Source: an optimization exercise on an open RTL-to-GDS flow (aim: small area, a short achievable clock period and few clock cycles). Production flows keep margins and buffers that such runs may drop. Function was checked by simulation only, so behaviour that the tests miss may differ from the original. Power figures rest on the tool's default switching activity, not on a simulated workload.

$ cat flow/design.v
package smePkg;
    typedef logic [8-1:0] smeChar;
    typedef logic [5-1:0] smeIndex;
    typedef struct packed {
        smeChar [8-1:0] chars;
        smeChar prevChar;
        smeChar endChar;
        logic atStart;
        logic atEnd;
    } smeWindow;
    typedef struct packed {
        smeChar [8-1:0] core;
        logic [3:0] coreLen;
        logic anchorStart;
        logic anchorEnd;
    } smePattern;
    typedef enum logic [1:0] {
        loadString,
        loadPattern,
        scan,
        result
    } smeState;
endpackage
`timescale 1ns/10ps
module smeTop
(
    input  logic       clk,
    input  logic       reset,
    input  logic [7:0] charData,
    input  logic       isString,
    input  logic       isPattern,
    output logic       valid,
    output logic       match,
    output logic [4:0] matchIndex
);
    localparam int S = 32;
    function automatic logic geConst(input logic [4:0] a, input int b);
        logic r;
        r = 1'b1;
        for (int k = 0; k < 5; k++)
        begin
            if (b[k])
                r = a[k] & r;
            else
                r = a[k] | r;
        end
        geConst = r;
    endfunction
    function automatic logic gt5(input logic [4:0] a, input logic [4:0] b);
        logic rLo;
        logic rHi;
        logic eqHi;
        rLo = 1'b0;
        for (int k = 0; k < 3; k++)
        begin
            rLo = (a[k] & ~b[k]) | (~(a[k] ^ b[k]) & rLo);
        end
        rHi = (a[4] & ~b[4]) | (~(a[4] ^ b[4]) & a[3] & ~b[3]);
        eqHi = (a[4:3] == b[4:3]);
        gt5 = rHi | (eqHi & rLo);
    endfunction
    function automatic logic [4:0] sub5(input logic [4:0] a, input logic [4:0] b);
        logic borrow;
        logic [1:0] hi0;
        logic [1:0] hi1;
        borrow = 1'b0;
        for (int k = 0; k < 3; k++)
        begin
            sub5[k] = a[k] ^ b[k] ^ borrow;
            borrow = (~a[k] & b[k]) | (~(a[k] ^ b[k]) & borrow);
        end
        hi0 = a[4:3] - b[4:3];
        hi1 = a[4:3] - b[4:3] - 2'd1;
        sub5[4:3] = borrow ? hi1 : hi0;
    endfunction
    function automatic logic [4:0] add5(input logic [4:0] a, input logic [4:0] b);
        logic carry;
        carry = 1'b0;
        for (int k = 0; k < 5; k++)
        begin
            add5[k] = a[k] ^ b[k] ^ carry;
            carry = (a[k] & b[k]) | ((a[k] ^ b[k]) & carry);
        end
    endfunction
    function automatic logic [4:0] inc5(input logic [4:0] a);
        logic carry;
        carry = 1'b1;
        for (int k = 0; k < 5; k++)
        begin
            inc5[k] = a[k] ^ carry;
            carry = a[k] & carry;
        end
    endfunction
    function automatic logic [5:0] highest(input logic [S-1:0] v);
        logic [5:0] n1 [16];
        logic [5:0] n2 [8];
        logic [5:0] n3 [4];
        logic [5:0] n4 [2];
        for (int a = 0; a < 16; a++)
            n1[a] = v[2*a+1] ? {1'b1, 4'd0, 1'b1} : {v[2*a], 5'd0};
        for (int a = 0; a < 8; a++)
            n2[a] = n1[2*a+1][5] ? {1'b1, 3'd0, 1'b1, n1[2*a+1][0]} : {n1[2*a][5], 3'd0, 1'b0, n1[2*a][0]};
        for (int a = 0; a < 4; a++)
            n3[a] = n2[2*a+1][5] ? {1'b1, 2'd0, 1'b1, n2[2*a+1][1:0]} : {n2[2*a][5], 2'd0, 1'b0, n2[2*a][1:0]};
        for (int a = 0; a < 2; a++)
            n4[a] = n3[2*a+1][5] ? {1'b1, 1'd0, 1'b1, n3[2*a+1][2:0]} : {n3[2*a][5], 1'd0, 1'b0, n3[2*a][2:0]};
        highest = n4[1][5] ? {1'b1, 1'b1, n4[1][3:0]} : {n4[0][5], 1'b0, n4[0][3:0]};
    endfunction
    logic [7:0] ring [S];
    logic [S-1:0] cand;
    logic isStringQ;
    logic isPatternQ;
    logic [4:0] sPos;
    logic [4:0] snPos;       
    logic [4:0] kPos;
    logic caretQ;        
    logic dollarQ;       
    always_ff @(posedge clk)
    begin
        ring[0] <= isString ? charData : ring[S-1];
        for (int p = 1; p < S; p++)
        begin
            ring[p] <= ring[p-1];
        end
    end
    always_ff @(posedge clk)
    begin
        sPos <= (isString && !isStringQ) ? 5'd0 : inc5(sPos);
        snPos <= isString ? 5'd31 : inc5(snPos);
    end
    logic [S-1:0] isS0;
    logic [S-1:0] isSN;
    logic [S-1:0] kLe;
    always_comb
    begin
        for (int q = 0; q < S; q++)
        begin
            isS0[q] = (sPos == 5'(q));
            isSN[q] = (snPos == 5'(q));
            kLe[q] = geConst(kPos, q);
        end
    end
    logic isDot;
    logic isCaret;
    logic isDollar;
    logic [S-1:0] eq;
    logic [S-1:0] sp;
    logic [S-1:0] dl;
    assign isDot = (charData == 8'h2e);
    assign isCaret = (charData == 8'h5e);
    assign isDollar = (charData == 8'h24);
    always_comb
    begin
        for (int q = 0; q < S; q++)
        begin
            eq[q] = (ring[q] == charData);
            sp[q] = (ring[q] == 8'h20);
            dl[q] = (ring[q] == 8'h24);
        end
    end
    logic [S-1:0] base;
    logic [S-1:0] startOk;
    always_comb
    begin
        for (int q = 0; q < S; q++)
        begin
            startOk[q] = sp[q] || isS0[(q+S-1)%S];
            base[q] = cand[q] && (!dollarQ || (dl[(q+1)%S] && !isSN[(q+1)%S]));
        end
    end
    logic [S-1:0] candX;
    logic [S-1:0] candY;
    logic keepY;
    always_comb
    begin
        for (int q = 0; q < S; q++)
        begin
            if (!isPatternQ)
            begin
                candX[q] = 1'b1;
                candY[q] = startOk[q];
            end
            else if (caretQ)
            begin
                candX[q] = cand[q];
                candY[q] = 1'b0;
            end
            else
            begin
                candX[q] = base[q] && !isSN[q];
                candY[q] = base[q];
            end
        end
        keepY = isPatternQ ? (!caretQ && isDollar) : isCaret;
    end
    logic selY;
    logic selDot;
    logic selEq;
    assign selY = keepY;
    assign selDot = !keepY && isDot;
    assign selEq = !keepY;
    always_ff @(posedge clk)
    begin
        for (int q = 0; q < S; q++)
        begin
            cand[q] <= (selY && candY[q]) || (selDot && candX[q]) || (selEq && candX[q] && eq[q]);
        end
        caretQ <= !isPatternQ && isCaret;
        dollarQ <= isPatternQ && !caretQ && isDollar;
        if (isPattern && !isPatternQ)
        begin
            kPos <= isCaret ? inc5(sPos) : sPos;
        end
    end
    logic [S-1:0] fin;
    logic [S-1:0] finLo;
    logic [S-1:0] atEnd;
    always_comb
    begin
        for (int q = 0; q < S; q++)
        begin
            fin[q] = cand[q] && (!dollarQ || sp[(q+1)%S]);
            finLo[q] = fin[q] && kLe[q];
            atEnd[q] = cand[q] && isSN[(q+1)%S];
        end
    end
    logic [5:0] hLo;
    logic [5:0] hAll;
    logic [4:0] hitPos;
    logic hitAny;
    logic hitLo;         
    logic endAny;
    logic [4:0] endIdx;
    logic resPend;
    assign hLo = highest(finLo);
    assign hAll = highest(fin);
    always_ff @(posedge clk or posedge reset)
    begin
        if (reset)
        begin
            isStringQ <= 1'b0;
            isPatternQ <= 1'b0;
            resPend <= 1'b0;
        end
        else
        begin
            isStringQ <= isString;
            isPatternQ <= isPattern;
            resPend <= isPatternQ && !isPattern;
        end
    end
    always_ff @(posedge clk)
    begin
        valid <= resPend;
    end
    logic [4:0] loPos;
    logic loLeK;
    logic [4:0] hitIdx;
    logic hitOk;
    logic [4:0] nM1;
    always_ff @(posedge clk)
    begin
        nM1 <= add5(sPos, ~snPos);
        loPos <= sub5(kPos, nM1);
        loLeK <= !gt5(nM1, kPos);
    end
    logic endOk;
    assign hitIdx = sub5(kPos, hitPos);
    assign hitOk = hitAny && (loLeK ? (!gt5(loPos, hitPos) && hitLo)
                                    : (!gt5(loPos, hitPos) || hitLo));
    assign endOk = endAny && !gt5(endIdx, nM1);
    always_ff @(posedge clk)
    begin
        hitPos <= hLo[5] ? hLo[4:0] : hAll[4:0];
        hitAny <= hAll[5];
        hitLo <= hLo[5];
        endAny <= dollarQ && (|atEnd);
        endIdx <= sub5(kPos, sub5(snPos, 5'd1));
        match <= hitOk || endOk;
        matchIndex <= hitOk ? hitIdx : endOk ? endIdx : 5'd0;
    end
endmodule
$ cat flow/constraint.sdc
create_clock -name core_clock -period 7.0 [get_ports {clk}]
set_input_delay 1.4000 -clock core_clock [delete_from_list [all_inputs] [get_ports {clk}]]
set_output_delay 1.4000 -clock core_clock [all_outputs]
set_load 0.01 [all_outputs]
$ cat flow/run.sh
#!/bin/bash
# synth_recipe.tcl (not shown) runs the flow's synth.tcl, then flattens the netlist and writes it again
# the make line also repeats each setting of config.mk as NAME=value (left out here)
make -C /OpenROAD-flow-scripts/flow DESIGN_CONFIG=/design/flow/config.mk WORK_HOME=/design/flow/orfs CLKGATE_MAP_FILE= SYNTH_SCRIPT=/design/flow/synth_recipe.tcl finish
$ cat flow/config.mk
export PLATFORM = sky130hd
export DESIGN_NAME = smeTop
export DESIGN_NICKNAME = smeTop
export VERILOG_FILES = /design/flow/design.v
export SDC_FILE = /design/flow/constraint.sdc
export NUM_CORES = 4
export LEC_CHECK = 0
export CAP_MARGIN = 20
export CORE_MARGIN = 2
export CORE_UTILIZATION = 60
export CTS_BUF_LIST = sky130_fd_sc_hd__clkbuf_4 sky130_fd_sc_hd__clkbuf_8
export CTS_CLUSTER_DIAMETER = 60
export CTS_CLUSTER_SIZE = 14
export SETUP_SLACK_MARGIN = 4.3
export SLEW_MARGIN = 20
==> results of run 1 <==
[worst paths after layout]
path                                   start             endpoint  slack (ps)  depth (start not counted)
setup / recovery           kPos[0]$_DFFE_PP_    hitPos[2]$_DFF_P_        4320                          8
hold / removal             resPend$_DFF_PP0_        valid$_DFF_P_         350                          0
setup reg to reg           kPos[0]$_DFFE_PP_    hitPos[2]$_DFF_P_        4320                          8
hold reg to reg            resPend$_DFF_PP0_        valid$_DFF_P_         350                          0
max in group asynchronous              reset  isStringQ$_DFF_PP0_        5890                          2
min in group asynchronous              reset    resPend$_DFF_PP0_         950                          2
[power by group]
part | total (mW) | switching, mW | internal [mW]
Clock | 1.13 | 0.664 | 0.466
Combinational | 0.804 | 0.470 | 0.334
Sequential | 2.29 | 0.182 | 2.11
Total | 4.23 | 1.32 | 2.91
[area by class of cell]
class | instances | area, um2 | share of cell area
clock buffers | 39 | 493.0 | 0.02943
multi-input cells | 1112 | 8154 | 0.4867
well taps | 330 | 412.9 | 0.02465
repair buffers | 56 | 551.8 | 0.03294
clock inverters | 5 | 56.30 | 0.003361
flip-flops and latches | 339 | 6852 | 0.4090
inverters | 57 | 232.7 | 0.01389
[cells in the mapped netlist (7+ instances only)]
master     instances  area (um2)
a221oi_1          16       140.1
nor2_1            92       345.3
or4_1             21       157.7
mux2_2             8       90.09
o21ai_0           62       310.3
o21ai_1           10       50.05
ha_1              27       337.8
a31oi_1           19       118.9
nor2b_1           15       93.84
a21oi_1           35       175.2
or3_1             10       62.56
and3_1             8       50.05
nor3_1            22       110.1
buf_2             11       55.05
o21bai_1           7       52.55
o22ai_1           51       319.1
inv_1             54       202.7
nand3_1           44       220.2
fa_1               9       180.2
nand4_1           74       462.9
clkbuf_1          57       214.0
buf_1              9       33.78
a32oi_1            9       78.83
dfxtp_1          331        6626
nand2b_1          15       93.84
nand2_1           92       345.3
xnor2_1          241        2111
xor2_1            34       297.8
o2111ai_1          7       61.31
or4b_1            24       240.2
and2_1             9       56.30
nor4_1            28       175.2
[repair_timing]
action	in CTS	in global routing
pin swaps	3	8
gates resized for setup	47	41
gates cloned	2	1
hold endpoints to repair	0	0
buffers inserted	19	4
endpoints found under the setup margin	48	28
[registers in the layout, summed over array words and instances, names as in the netlist, 5 cells and up]
register / cells
matchIndex: 5
cand: 32
sPos: 5
endIdx: 5
kPos: 5
snPos: 5
ring: 256
hitPos: 5
nM1: 5
loPos: 5
[per-stage QoR]
stage,hold slack [ps],power [mW],instances
finish,351.8,4.227,1938
global route,358.4,4.395,1938
CTS,353.4,4.205,1933
detailed placement,332.5,3.079,1868
global placement,326.9,3.065,1868
floorplan,324.2,2.825,1585
[cells by family (layout without fill, tap and decap cells)]
kind of cell	Yosys count	in the layout	share of synthesized area
AOI/OAI and AO/OA	307	307	0.1402
xor gates and xnor gates	275	275	0.1581
adders and majority gates	38	38	0.03531
buffers and inverters	136	157	0.03523
DFF	339	339	0.4497
muxes	10	10	0.007227
and+or+nand+nor	480	482	0.1743
[per-layer routing]
metal | track usage | share of wire | up-vias
met5 | 0 | 0 | -
met4 | 0.1621 | 0.050 | 0
met3 | 0.06094 | 0.080 | 157
met2 | 0.5710 | 0.45 | 619
met1 | 0.4775 | 0.42 | 5957
li1 | - | - | 5699
[worst max-delay path: cells and delay by family, from the launching register on]
family          cells  cell delay [ps]
buf+inv             1              260
compound gates      2              740
flops               1              530
simple gates        5              980
==> flow_summary_export.csv, run 1 <==
group,metric,value,unit
power_and_ir_drop,vdd_drop_max,0.3350,mV
floorplanning,die_x,163.4,um
floorplanning,ios,19,
floorplanning,core,25040,um2
flow_run,drv_cap,0,
sta,hold_viol,0,
detailed_routing,routed_via_density,6.415,
floorplanning,initial_core_util,0.6085,
yosys,ys_ff_latch,339,
cts,cts.hold.buffers_added,0,
detailed_routing,routed_wl,47770,um
layout,diodes,0,
layout,fin_util,0.6691,
setup_path,cp_data_required_time,7470,ps
sta,period_share,0.3823,
place,post-place-ws,2557,ps
power_and_ir_drop,p_per_area,252.3,nW/um2
detailed_routing,drc,0,
place,port-buffer-count,18,
setup_path,critPathKind,"flip-flop to flip-flop",
detailed_routing,firstDrtPassIters,6,
worst_hold_path,hp-class,"flip-flop to flip-flop",
cts,tritoncts,"done",
yosys,synth-edff-count,5,
layout,nNetsFinal,1645,
sta,maxClockFrequency,373.7,MHz
sta,drv_slew,0,
cts,cts.root.buffer_cell,"clkbuf_8",
grt,grt_pass1_wl,72520,um
sta,timing.clock.skew,36.96,ps
floorplanning,rows,58,
sta,rsz0062_at_grt,"true",
sta,relSlewSlack,0.3297,
detailed_routing,wl_per_cell,24.65,um
setup_path,cpMostUsedCell,"nand2_1",
setup_path,worstPathCellList,"clkinvlp_4, nand2_1, a211oi_1, nor3_4, nor4b_4, and2_4, nand2_1, o31a_1",
layout,drive_above_1_share,0.1095,
detailed_routing,dr_total_vias,12430,
layout,final_common_cell,"dfxtp_1",
grt,grt_antenna_before_repair,0,
grt,grt_use_total,0.3582,
setup_path,crit_fanout,9,
yosys,ys_types,93,
detailed_routing,detail-route-antenna-nets,0,
yosys,syn_nets,1633,
cts,cts_sinks,339,
floorplanning,die-area,26680,um2
grt,grt_pass1_vias,11950,
place,dp_hpwl,33910,um
layout,fin_area,16750,um2
setup_path,endpoint_kind,"flip-flop",
yosys,syn_area_per_cell,9.613,um2
cts,clk_latency,630,ps
setup_path,cp.arrival,3150,ps
setup_path,crit_path_top_delay_cell,"edfxtp_1",
yosys,ys_warn_count,10,
place,place_area,15620,um2
setup_path,cpPeakStageDelay,530,ps
sta,worstMarginPinSlew,1002,ps
layout,final_cell_mix,"331 x dfxtp_1, 241 x xnor2_1, 91 x nand2_1",
layout,fillers,2017,
power_and_ir_drop,p_leak,5.951,nW
yosys,synthCells,1585,
floorplanning,dieHeight,163.4,um
detailed_routing,drt_iter0_markers,1363,
sta,setup_ws,4324,ps
cts,numCtsBuffers,31,
status,outcome,"no timing/DRC/antenna violations",
place,gp_congestion,1.026,
yosys,synthArstFlopShare,0.008850,
cts,clockBufferDepth,3,
cts,cts_max_level,1,
yosys,yosys_most_used_dff,"dfxtp_1",
yosys,synth_area,15240,um2
sta,fin_setup_tns,0,ps
sta,setup_violations,0,
sta,period_minus_slack,2676,ps
grt,grt_max_degree,36,
layout,area_delta_synth_final,9.953,%
yosys,ys_seq_area_frac,0.4497,
grt,overflow,0,
cts,clkSlewWorstSetupHoldPaths,90,ps
setup_path,critPathLaunchType,"flip-flop",
Testbench counts, summed over its fixed seeds: cycles 6,945.
==> run 2: changes to the inputs <==
--- a/flow/config.mk
+++ b/flow/config.mk
@@ -12,4 +12,4 @@
 export CTS_CLUSTER_DIAMETER = 60
 export CTS_CLUSTER_SIZE = 14
-export SETUP_SLACK_MARGIN = 4.3
+export SETUP_SLACK_MARGIN = 4.35
 export SLEW_MARGIN = 20
==> flow_summary_export.csv, run 2 <==
group,metric,value,unit
status,outcome,"no timing/DRC/antenna violations",
setup_path,cp_data_required_time,7480,ps
yosys,synth_area_leaders,"dfxtp_1 43%, xnor2_1 14%, nand4_1 3.0%",
layout,area_delta_synth_final,13.43,%
sta,relSlewSlack,0.3798,
setup_path,crit_path_top_delay_cell,"nor2b_1",
floorplanning,initial_core_util,0.6085,
place,port-buffer-count,18,
yosys,synth_most_common_cell,"dfxtp_1",
detailed_routing,routed_wl,50240,um
cts,cts.root.buffer_cell,"clkbuf_8",
yosys,syn_area_per_cell,9.613,um2
grt,grt_antenna_before_repair,0,
floorplanning,dieHeight,163.4,um
detailed_routing,routed_via_density,6.531,
yosys,synth_top_area_cell,"dfxtp_1",
sta,rsz0062_at_grt,"true",
cts,tritoncts,"done",
floorplanning,rows,58,
yosys,ys_seq_area_frac,0.4497,
setup_path,ff2ff_path_depth,5,
power_and_ir_drop,p_int,2.893,mW
worst_hold_path,min_to,"ring[3][5]$_DFF_P_",
setup_path,critPathLaunchType,"flip-flop",
cts,clkSlewWorstSetupHoldPaths,90,ps
setup_path,r2r-end,"endAny$_DFF_P_",
setup_path,worstSetupStartpoint,"snPos[3]$_SDFF_PP1_",
layout,final_common_cell,"dfxtp_1",
place,gp_congestion,0.9685,
power_and_ir_drop,power.switching,1.336,mW
layout,drive_above_1_share,0.1429,
grt,grt_max_degree,36,
worst_hold_path,hp-class,"flip-flop to flip-flop",
power_and_ir_drop,clockPowerShare,0.256,
setup_path,cp.arrival,3160,ps
detailed_routing,detail-route-antenna-nets,0,
place,dp_cells,1871,
worst_hold_path,hp-start,"ring[2][5]$_DFF_P_",
detailed_routing,drt_iter0_markers,1697,
cts,clk_latency,620,ps
power_and_ir_drop,p_leak,6.182,nW
worst_hold_path,min_path_cells,0,
floorplanning,die-area,26680,um2
detailed_routing,dr_total_vias,12890,
yosys,syn_nets,1633,
power_and_ir_drop,pwr-share-seq,0.543,
yosys,yosys.area.top_type_share,0.4349,
grt,grt_use_total,0.3684,
floorplanning,core,25040,um2
detailed_routing,drc,0,
grt,grt_pass1_wl,74800,um
setup_path,cpPeakStageDelay,780,ps
sta,fin_setup_tns,0,ps
sta,hold_viol,0,
power_and_ir_drop,p_total,4.229,mW
yosys,yosys_most_used_dff,"dfxtp_1",
floorplanning,die_x,163.4,um
grt,grt_pass1_vias,12250,
layout,nNetsFinal,1686,
cts,clockBufferDepth,3,
sta,setup_violations,0,
flow_run,drv_cap,0,
detailed_routing,wl_per_cell,25.45,um
yosys,synthCells,1585,
power_and_ir_drop,p_per_area,244.7,nW/um2
cts,cts_max_level,1,
setup_path,timing.rr.start,"snPos[3]$_SDFF_PP1_",
cts,cts.hold.buffers_added,0,
layout,final_cell_mix,"328 x dfxtp_1, 241 x xnor2_1, 89 x nand2_1",
sta,maxClockFrequency,373.4,MHz
setup_path,endpoint_kind,"flip-flop",
yosys,synthArstFlopShare,0.008850,
yosys,ys_warn_count,10,
grt,overflow,0,
power_and_ir_drop,switching_share,0.3159,
layout,top_register,"ring",
layout,diodes,0,
sta,period_share,0.3826,
setup_path,critPathKind,"flip-flop to flip-flop",
yosys,ys_types,93,
yosys,synth_commonest_cells,"331 x dfxtp_1, 241 x xnor2_1, 92 x nand2_1, 92 x nor2_1, 74 x nand4_1",
setup_path,r2r_slack,4320,ps
layout,fillers,1974,
sta,worstMarginPinSlew,926.9,ps
yosys,synth_area,15240,um2
detailed_routing,firstDrtPassIters,14,
sta,period_minus_slack,2678,ps
yosys,ys_ff_latch,339,
yosys,synth-edff-count,5,
cts,numCtsBuffers,30,
place,dp_hpwl,34280,um
layout,reg_top3,"ring: 256 flops, cand: 32 flops",
layout,layout.cells.non_filler,1974,
sta,timing.clock.skew,25.10,ps
setup_path,crit_fanout,12,
floorplanning,ios,19,
layout,largest_reg_flops,256,
cts,cts_sinks,339,
sta,drv_slew,0,
setup_path,worstPathCellList,"nor2b_1, nand3_1, o2111ai_1, nor4_1, a21oi_1",
power_and_ir_drop,p_comb_frac,0.201,
power_and_ir_drop,vdd_drop_max,0.2449,mV
-- run 2: final cells by class --
class / count / area [um2] / area share
Multi-Input combinational cell: 1112 / 8304 / 0.4805
Sequential cell: 339 / 6855 / 0.3967
Timing Repair Buffer: 98 / 977.2 / 0.05654
Clock buffer: 33 / 441.7 / 0.02556
Tap cell: 330 / 412.9 / 0.02389
Inverter: 57 / 241.5 / 0.01397
Clock inverter: 5 / 50.05 / 0.002896
-- run 2: worst max path at each step --
stage                             end  cells past startpoint  slack [ps]
floorplan             cand[1]$_DFF_P_                      6        4180
global placement     cand[16]$_DFF_P_                     11        2630
detailed placement   cand[16]$_DFF_P_                     11        2550
CTS                  cand[16]$_DFF_P_                      7        4260
global route        hitPos[0]$_DFF_P_                     10        4270
finish                 endAny$_DFF_P_                      5        4320
-- run 2: cell families after synthesis --
family          count (synthesis)  synth area share
xor+xnor                      275            0.1581
compound gates                307            0.1402
fa+ha+maj                      38           0.03531
mux                            10          0.007227
flops                         339            0.4497
buf+inv                       136           0.03523
simple gates                  480            0.1743
-- run 2: power groups by stage --
stage / logic [mW] / clock network (mW) / registers (mW)
2_1_floorplan: 0.567 / 0 / 2.26
3_3_place_gp: 0.731 / 0 / 2.34
3_5_place_dp: 0.741 / 0 / 2.34
4_1_cts: 0.790 / 1.09 / 2.29
5_1_grt: 0.923 / 1.15 / 2.31
6_report: 0.850 / 1.08 / 2.29
-- run 2: worst max-delay path, delay by kind of cell (launching register included) --
family,cells,cell delay (ps)
and+or+nand+nor,3,1190
DFF,1,730
AOI/OAI and AO/OA,2,620
-- run 2: layer usage --
metal	global-route usage	part of all wire	up-vias
li1	-	-	5784
met1	0.5022	0.42	6206
met2	0.5892	0.45	725
met3	0.04317	0.080	178
met4	0.1657	0.057	0
met5	0	0	-
-- run 2: per-stage QoR --
stage / setup slack (ps) / util / area (um2) / hold slack, ps
floorplan: 4176 / - / 15400 / 324.2
global placement: 2627 / 0.6253 / 15660 / 325.0
detailed placement: 2545 / 0.6253 / 15660 / 350.8
CTS: 4260 / 0.6657 / 16670 / 365.1
global route: 4273 / 0.6903 / 17280 / 380.6
finish: 4322 / 0.6903 / 17280 / 370.3
-- run 2: timing repair --
action / 4_1_cts / 5_1_grt
buffers inserted: 24 / 35
setup endpoints to repair: 47 / 28
gates cloned: 3 / 3
pin swaps: 8 / 18
gates resized for setup: 60 / 62
==> run 3: changes to the inputs <==
--- a/flow/config.mk
+++ b/flow/config.mk
@@ -12,4 +12,4 @@
 export CTS_CLUSTER_DIAMETER = 60
 export CTS_CLUSTER_SIZE = 14
-export SETUP_SLACK_MARGIN = 4.35
+export SETUP_SLACK_MARGIN = 4.45
 export SLEW_MARGIN = 20
==> flow_summary_export.csv, run 3 <==
group,metric,value,unit
cts,numCtsBuffers,30,
layout,layout.cells.non_filler,1984,
setup_path,crit_fanout,4,
yosys,synthArstFlopShare,0.008850,
yosys,syn_nets,1633,
power_and_ir_drop,p_per_area,245.1,nW/um2
grt,gr-usage-met1,0.5118,
layout,reg_top3,"ring: 256 flops, cand: 32 flops",
cts,clk_latency,630,ps
power_and_ir_drop,p_leak,6.296,nW
yosys,yosys.area.top_type_share,0.4349,
detailed_routing,dr_total_vias,12940,
sta,drv_slew,0,
layout,area_delta_synth_final,14.70,%
yosys,ys_warn_count,10,
grt,globalRouteMet3Util,0.06374,
layout,drive_above_1_share,0.1590,
yosys,synth-edff-count,5,
sta,period_minus_slack,2612,ps
place,gp_congestion,1.008,
yosys,syn_area_per_cell,9.613,um2
grt,grt_antenna_before_repair,0,
place,dp_hpwl,34040,um
sta,worstMarginPinSlew,809.7,ps
detailed_routing,wl_per_cell,26.08,um
layout,largest_reg_flops,256,
grt,grt_use_total,0.3780,
setup_path,critPathLaunchType,"flip-flop",
place,post-place-ws,2509,ps
floorplanning,ios,19,
cts,clockBufferDepth,3,
detailed_routing,detail-route-antenna-nets,0,
layout,final_common_cell,"dfxtp_1",
floorplanning,initial_core_util,0.6085,
worst_hold_path,hp-class,"flip-flop to flip-flop",
detailed_routing,routed_via_density,6.522,
detailed_routing,firstDrtPassIters,6,
yosys,ys_types,93,
grt,grt_pass1_vias,12210,
sta,fin_setup_tns,0,ps
cts,cts.root.buffer_cell,"clkbuf_8",
layout,diodes,0,
setup_path,cp_data_required_time,7510,ps
sta,rsz0062_at_grt,"true",
detailed_routing,drc,0,
grt,grt_max_degree,36,
place,dp_cells,1868,
layout,multi_input_comb_area,8358,um2
detailed_routing,drt_iter0_markers,1800,
yosys,synth_commonest_cells,"331 x dfxtp_1, 241 x xnor2_1, 92 x nand2_1, 92 x nor2_1, 74 x nand4_1",
detailed_routing,routed_wl,51740,um
grt,grt-busiest-layer,"met2",
cts,cts_max_level,1,
yosys,synth_area,15240,um2
yosys,synthCells,1585,
grt,grt_pass1_wl,75930,um
floorplanning,dieHeight,163.4,um
yosys,yosys_most_used_dff,"dfxtp_1",
yosys,synth_most_common_cell,"dfxtp_1",
layout,final_cell_mix,"328 x dfxtp_1, 240 x xnor2_1, 89 x nand2_1",
cts,clkSlewWorstSetupHoldPaths,90,ps
sta,relSlewSlack,0.4596,
place,port-buffer-count,18,
layout,top_register,"ring",
sta,period_share,0.3732,
grt,met2_usage,0.5940,
cts,tritoncts,"done",
sta,maxClockFrequency,382.8,MHz
setup_path,cp.arrival,3120,ps
flow_run,drv_cap,0,
floorplanning,die_x,163.4,um
sta,hold_viol,0,
yosys,synth_top_area_cell,"dfxtp_1",
sta,setup_violations,0,
sta,timing.clock.skew,17.01,ps
sta,setup_ws,4388,ps
layout,nNetsFinal,1692,
setup_path,endpoint_kind,"flip-flop",
cts,cts_sinks,339,
floorplanning,rows,58,
layout,seq_area,6858,um2
power_and_ir_drop,vdd_drop_max,0.2729,mV
floorplanning,core,25040,um2
cts,cts.hold.buffers_added,0,
floorplanning,die-area,26680,um2
layout,fillers,1944,
grt,overflow,0,
status,outcome,"no timing/DRC/antenna violations",
yosys,ys_seq_area_frac,0.4497,
yosys,synth_area_leaders,"dfxtp_1 43%, xnor2_1 14%, nand4_1 3.0%",
yosys,ys_ff_latch,339,
setup_path,critPathKind,"flip-flop to flip-flop",
[run 3: changes by cell type in the layout (fill, tap and decap cells not counted), sizes merged]
| cell | change |
|---|---|
| clkbuf | +2 |
| dlygate4sd2 | -7 |
| clkinv | -2 |
| buf | +12 |
| inv | +2 |
| bufbuf | +2 |
| clkinvlp | +1 |
[run 3: what timing repair did]
item / CTS / global route
gates resized for setup: 113 / 62
pin swaps: 18 / 21
cloned: 6 / 1
endpoints found under the hold margin: 0 / 0
buffers inserted: 39 / 28
endpoints found under the setup margin: 54 / 37
[run 3: cells by family (layout without fill, tap and decap cells)]
family          after synthesis  after routing  synth area share
flops                       339            339            0.4497
buf+inv                     136            203           0.03523
mux                          10             10          0.007227
simple gates                480            482            0.1743
compound gates              307            307            0.1402
fa+ha+maj                    38             38           0.03531
xor+xnor                    275            275            0.1581
[run 3: through the flow]
step / instance area (um2) / util / power, mW / hold WS, ps
global placement: 15640 / 0.6247 / 3.064 / 325.6
CTS: 16990 / 0.6786 / 4.227 / 352.7
floorplan: 15420 / - / 2.828 / 324.2
finish: 17480 / 0.6980 / 4.283 / 352.9
detailed placement: 15640 / 0.6247 / 3.078 / 332.9
global route: 17480 / 0.6980 / 4.442 / 366.4
[run 3: final timing paths]
check                           slack [ps]             endpoint  depth (start not counted)                start
max in group asynchronous             5880    resPend$_DFF_PP0_                          2                reset
worst min-delay path                   350        valid$_DFF_P_                          0    resPend$_DFF_PP0_
worst max register to register        4390    hitPos[0]$_DFF_P_                          7  ring[31][4]$_DFF_P_
worst max-delay path                  4390    hitPos[0]$_DFF_P_                          7  ring[31][4]$_DFF_P_
worst min register to register         350        valid$_DFF_P_                          0    resPend$_DFF_PP0_
min in group asynchronous              970  isStringQ$_DFF_PP0_                          2                reset
[run 3: worst max-delay path, cell delays in order (launching register included)]
cell	delay, ps
dfxtp_1	340
or4b_1	590
o31ai_2	440
nand3_1	190
a31oi_1	320
nor3b_4	100
and2_1	210
a32o_2	300
[run 3: final cells by class]
type | instances | share of cell area
multi-input combinational | 1112 | 0.4783
sequential | 339 | 0.3924
timing repair buffer | 104 | 0.06186
clock buffer | 36 | 0.02692
tap | 330 | 0.02363
inverter | 57 | 0.01389
clock inverter | 6 | 0.003007
[run 3: routing by layer]
metal,share of wire,up-vias
li1,-,5784
met1,0.41,6149
met2,0.44,807
met3,0.097,199
met4,0.058,0
met5,0,-
[run 3: power breakdown]
| group | switching, mW | total (mW) | leakage (nW) | internal [mW] |
|---|---|---|---|---|
| combinational | 0.500 | 0.870 | 3.18 | 0.370 |
| sequential | 0.187 | 2.30 | 2.84 | 2.11 |
| clock | 0.672 | 1.12 | 0.268 | 0.444 |
==> run 4: changes to the inputs <==
--- a/flow/config.mk
+++ b/flow/config.mk
@@ -6,5 +6,5 @@
 export NUM_CORES = 4
 export LEC_CHECK = 0
-export CAP_MARGIN = 20
+export CAP_MARGIN = 5
 export CORE_MARGIN = 2
 export CORE_UTILIZATION = 60
@@ -12,4 +12,4 @@
 export CTS_CLUSTER_DIAMETER = 60
 export CTS_CLUSTER_SIZE = 14
-export SETUP_SLACK_MARGIN = 4.45
-export SLEW_MARGIN = 20
+export SETUP_SLACK_MARGIN = 4.4
+export SLEW_MARGIN = 5
==> flow_summary_export.csv, run 4 <==
group,metric,value,unit
yosys,synth_most_common_cell,"dfxtp_1",
detailed_routing,drt_iter0_markers,1520,
setup_path,critPathKind,"primary input to flip-flop",
sta,rsz0062_at_grt,"true",
setup_path,timing.rr.start,"ring[11][4]$_DFF_P_",
cts,numCtsBuffers,30,
grt,grt_pass1_wl,73900,um
grt,grt_use_total,0.3665,
yosys,syn_nets,1633,
power_and_ir_drop,p_leak,6.104,nW
yosys,syn_area_per_cell,9.613,um2
cts,cts.root.buffer_cell,"clkbuf_8",
yosys,ys_seq_area_frac,0.4497,
place,dp_hpwl,33930,um
layout,area_delta_synth_final,12.67,%
cts,clockBufferDepth,3,
status,outcome,"no timing/DRC/antenna violations",
power_and_ir_drop,p_per_area,245.7,nW/um2
yosys,ys_ff_latch,339,
detailed_routing,routed_wl,49490,um
yosys,synthArstFlopShare,0.008850,
yosys,yosys_most_used_dff,"dfxtp_1",
floorplanning,dieHeight,163.4,um
detailed_routing,detail-route-antenna-nets,0,
setup_path,cp_data_required_time,7510,ps
sta,setup_violations,0,
setup_path,endpoint_kind,"flip-flop",
worst_hold_path,min_path_cells,0,
power_and_ir_drop,clockPowerShare,0.257,
yosys,synth_area_leaders,"dfxtp_1 43%, xnor2_1 14%, nand4_1 3.0%",
sta,worstMarginPinSlew,986.8,ps
floorplanning,rows,58,
cts,clk_latency,620,ps
floorplanning,ios,19,
grt,grt_max_degree,36,
power_and_ir_drop,p_int,2.890,mW
grt,grt_pass1_vias,12110,
sta,period_share,0.3664,
setup_path,crit_path_top_delay_cell,"nor2_4",
setup_path,critical_path.top_delay_family,"simple AND/OR/NAND/NOR gates",
setup_path,r2r-end,"hitPos[2]$_DFF_P_",
cts,tritoncts,"done",
floorplanning,core,25040,um2
sta,timing.clock.skew,16.68,ps
grt,overflow,0,
layout,drive_above_1_share,0.1369,
cts,clkSlewWorstSetupHoldPaths,90,ps
layout,largest_reg_flops,256,
setup_path,critPathLaunchType,"primary input",
power_and_ir_drop,p_total,4.218,mW
cts,cts.hold.buffers_added,0,
yosys,synth_commonest_cells,"331 x dfxtp_1, 241 x xnor2_1, 92 x nand2_1, 92 x nor2_1, 74 x nand4_1",
sta,hold_viol,0,
power_and_ir_drop,switching_share,0.3147,
yosys,ys_warn_count,10,
layout,final_cell_mix,"328 x dfxtp_1, 241 x xnor2_1, 90 x nand2_1",
detailed_routing,wl_per_cell,25.25,um
layout,nNetsFinal,1669,
yosys,ys_types,93,
detailed_routing,routed_via_density,6.424,
yosys,synth_top_area_cell,"dfxtp_1",
flow_run,drv_cap,0,
grt,grt_antenna_before_repair,1,
place,gp_congestion,1.015,
setup_path,r2r_slack,4430,ps
power_and_ir_drop,vdd_drop_max,0.2303,mV
yosys,synthCells,1585,
sta,relSlewSlack,0.3397,
layout,top_register,"ring",
setup_path,ff2ff_path_depth,8,
floorplanning,die-area,26680,um2
worst_hold_path,min_to,"valid$_DFF_P_",
yosys,synth-edff-count,5,
cts,cts_sinks,339,
power_and_ir_drop,pwr-share-seq,0.545,
setup_path,critPathBufInv,4,
detailed_routing,firstDrtPassIters,5,
sta,drv_slew,0,
place,port-buffer-count,18,
yosys,synth_area,15240,um2
sta,period_minus_slack,2565,ps
worst_hold_path,hp-start,"resPend$_DFF_PP0_",
power_and_ir_drop,p_comb_frac,0.199,
cts,cts_max_level,1,
floorplanning,die_x,163.4,um
setup_path,cpPeakStageDelay,220,ps
layout,reg_top3,"ring: 256 flops, cand: 32 flops",
setup_path,cp.arrival,3080,ps
sta,fin_setup_tns,0,ps
setup_path,worstPathCellList,"buf_2, buf_12, nor2b_4, nand3_4, nor2_4, buf_4, buf_6, o21ai_0, nor2_1, o22ai_1, a21boi_0",
worst_hold_path,hp-class,"flip-flop to flip-flop",
power_and_ir_drop,power.switching,1.327,mW
sta,maxClockFrequency,389.9,MHz
detailed_routing,dr_total_vias,12590,
yosys,yosys.area.top_type_share,0.4349,
layout,final_common_cell,"dfxtp_1",
setup_path,crit_fanout,34,
floorplanning,initial_core_util,0.6085,
detailed_routing,drc,0,
run 4: cell counts after synthesis:
No cell type changed its count.
run 4: kinds of logic (layout without fill, tap and decap cells):
family	Yosys count	after routing	synth area share
AND/OR/NAND/NOR	480	482	0.1743
flip-flops	339	339	0.4497
AO/OA/AOI/OAI	307	307	0.1402
XOR/XNOR	275	275	0.1581
buffers and inverters	136	178	0.03523
adder cells (fa/ha/maj)	38	38	0.03531
multiplexers	10	10	0.007227
other	0	1	0
run 4: worst max-delay path by stage:
stage	endpoint	cells after the start	from
after floorplan	cand[1]$_DFF_P_	6	charData[7]
after global placement	cand[16]$_DFF_P_	11	charData[2]
after detailed placement	cand[16]$_DFF_P_	11	charData[2]
after CTS	cand[16]$_DFF_P_	10	charData[7]
after global routing	hitPos[0]$_DFF_P_	8	ring[7][7]$_DFF_P_
final	cand[26]$_DFF_P_	11	charData[0]
run 4: layout make-up:
type	count	area (um2)
Fill cell	1992	7870
Multi-Input combinational cell	1112	8307
Sequential cell	339	6858
Tap cell	330	412.9
Inverter	57	231.5
Timing Repair Buffer	81	849.6
Clock buffer	34	449.2
Clock inverter	6	56.30
Antenna cell	1	2.502
run 4: per-layer routing:
layer / global-route usage / wire (um)
met5: 0 / 0
met4: 0.1613 / 2713
met2: 0.5936 / 22070
met1: 0.4877 / 20520
met3: 0.05434 / 4185
run 4: metrics by stage:
step / utilization / worst slack, ps / cell area (um2) / instances / hold WS (ps)
after global placement: 0.6247 / 2626 / 15640 / 1868 / 329.3
after floorplan: - / 4177 / 15410 / 1585 / 324.2
final: 0.6857 / 4435 / 17170 / 1960 / 366.5
after CTS: 0.6686 / 4363 / 16740 / 1937 / 370.8
after detailed placement: 0.6247 / 2589 / 15640 / 1868 / 329.8
after global routing: 0.6856 / 4334 / 17160 / 1959 / 380.5
run 4: power groups by stage:
stage / Sequential (mW) / Clock, mW / Combinational, mW
2_1_floorplan: 2.26 / 0 / 0.568
3_3_place_gp: 2.34 / 0 / 0.731
3_5_place_dp: 2.34 / 0 / 0.745
4_1_cts: 2.29 / 1.09 / 0.804
5_1_grt: 2.31 / 1.16 / 0.910
6_report: 2.30 / 1.08 / 0.839
run 4: what timing repair did:
action / in CTS / in global routing
pin swaps: 5 / 20
cloned: 3 / 2
endpoints found under the setup margin: 53 / 29
resized for setup: 82 / 52
setup buffers: 26 / 20

## port drivers added, routing unchanged
How much do the figures lean on ideal ports? The routed layouts below were timed once more, with nothing changed but the port constraints. Step 1, drivers: a clkbuf_16 drives clk and a buf_2 each remaining input, both assumed. Step 2 moves the port delays by t, midway between the first and last clock arrival at a register: inputs arrive t later, outputs are due t later. That takes back most of the time a late clock gives input paths. Slacks: ideal / step 1 / step 2; pairs: ideal / step 1.
run	t (ns)	slack for setup (ns)	worst setup path after step 2	worst data-port slew with drivers (ns)	pins driven straight from the clock port
run 1	0.659	4.324 / 4.324 / 3.688	input to register	0.04	1
run 2	0.660	4.322 / 4.322 / 3.734	input to register	0.07	1
run 3	0.669	4.388 / 4.388 / 3.742	input to register	0.06	1
run 4	0.660	4.435 / 4.403 / 3.791	input to register	0.06	1
After both steps setup and hold are still met in every run listed. The setup slack of run 3, which loses most, moves by 0.000 ns with the drivers and by -0.646 ns with both steps.
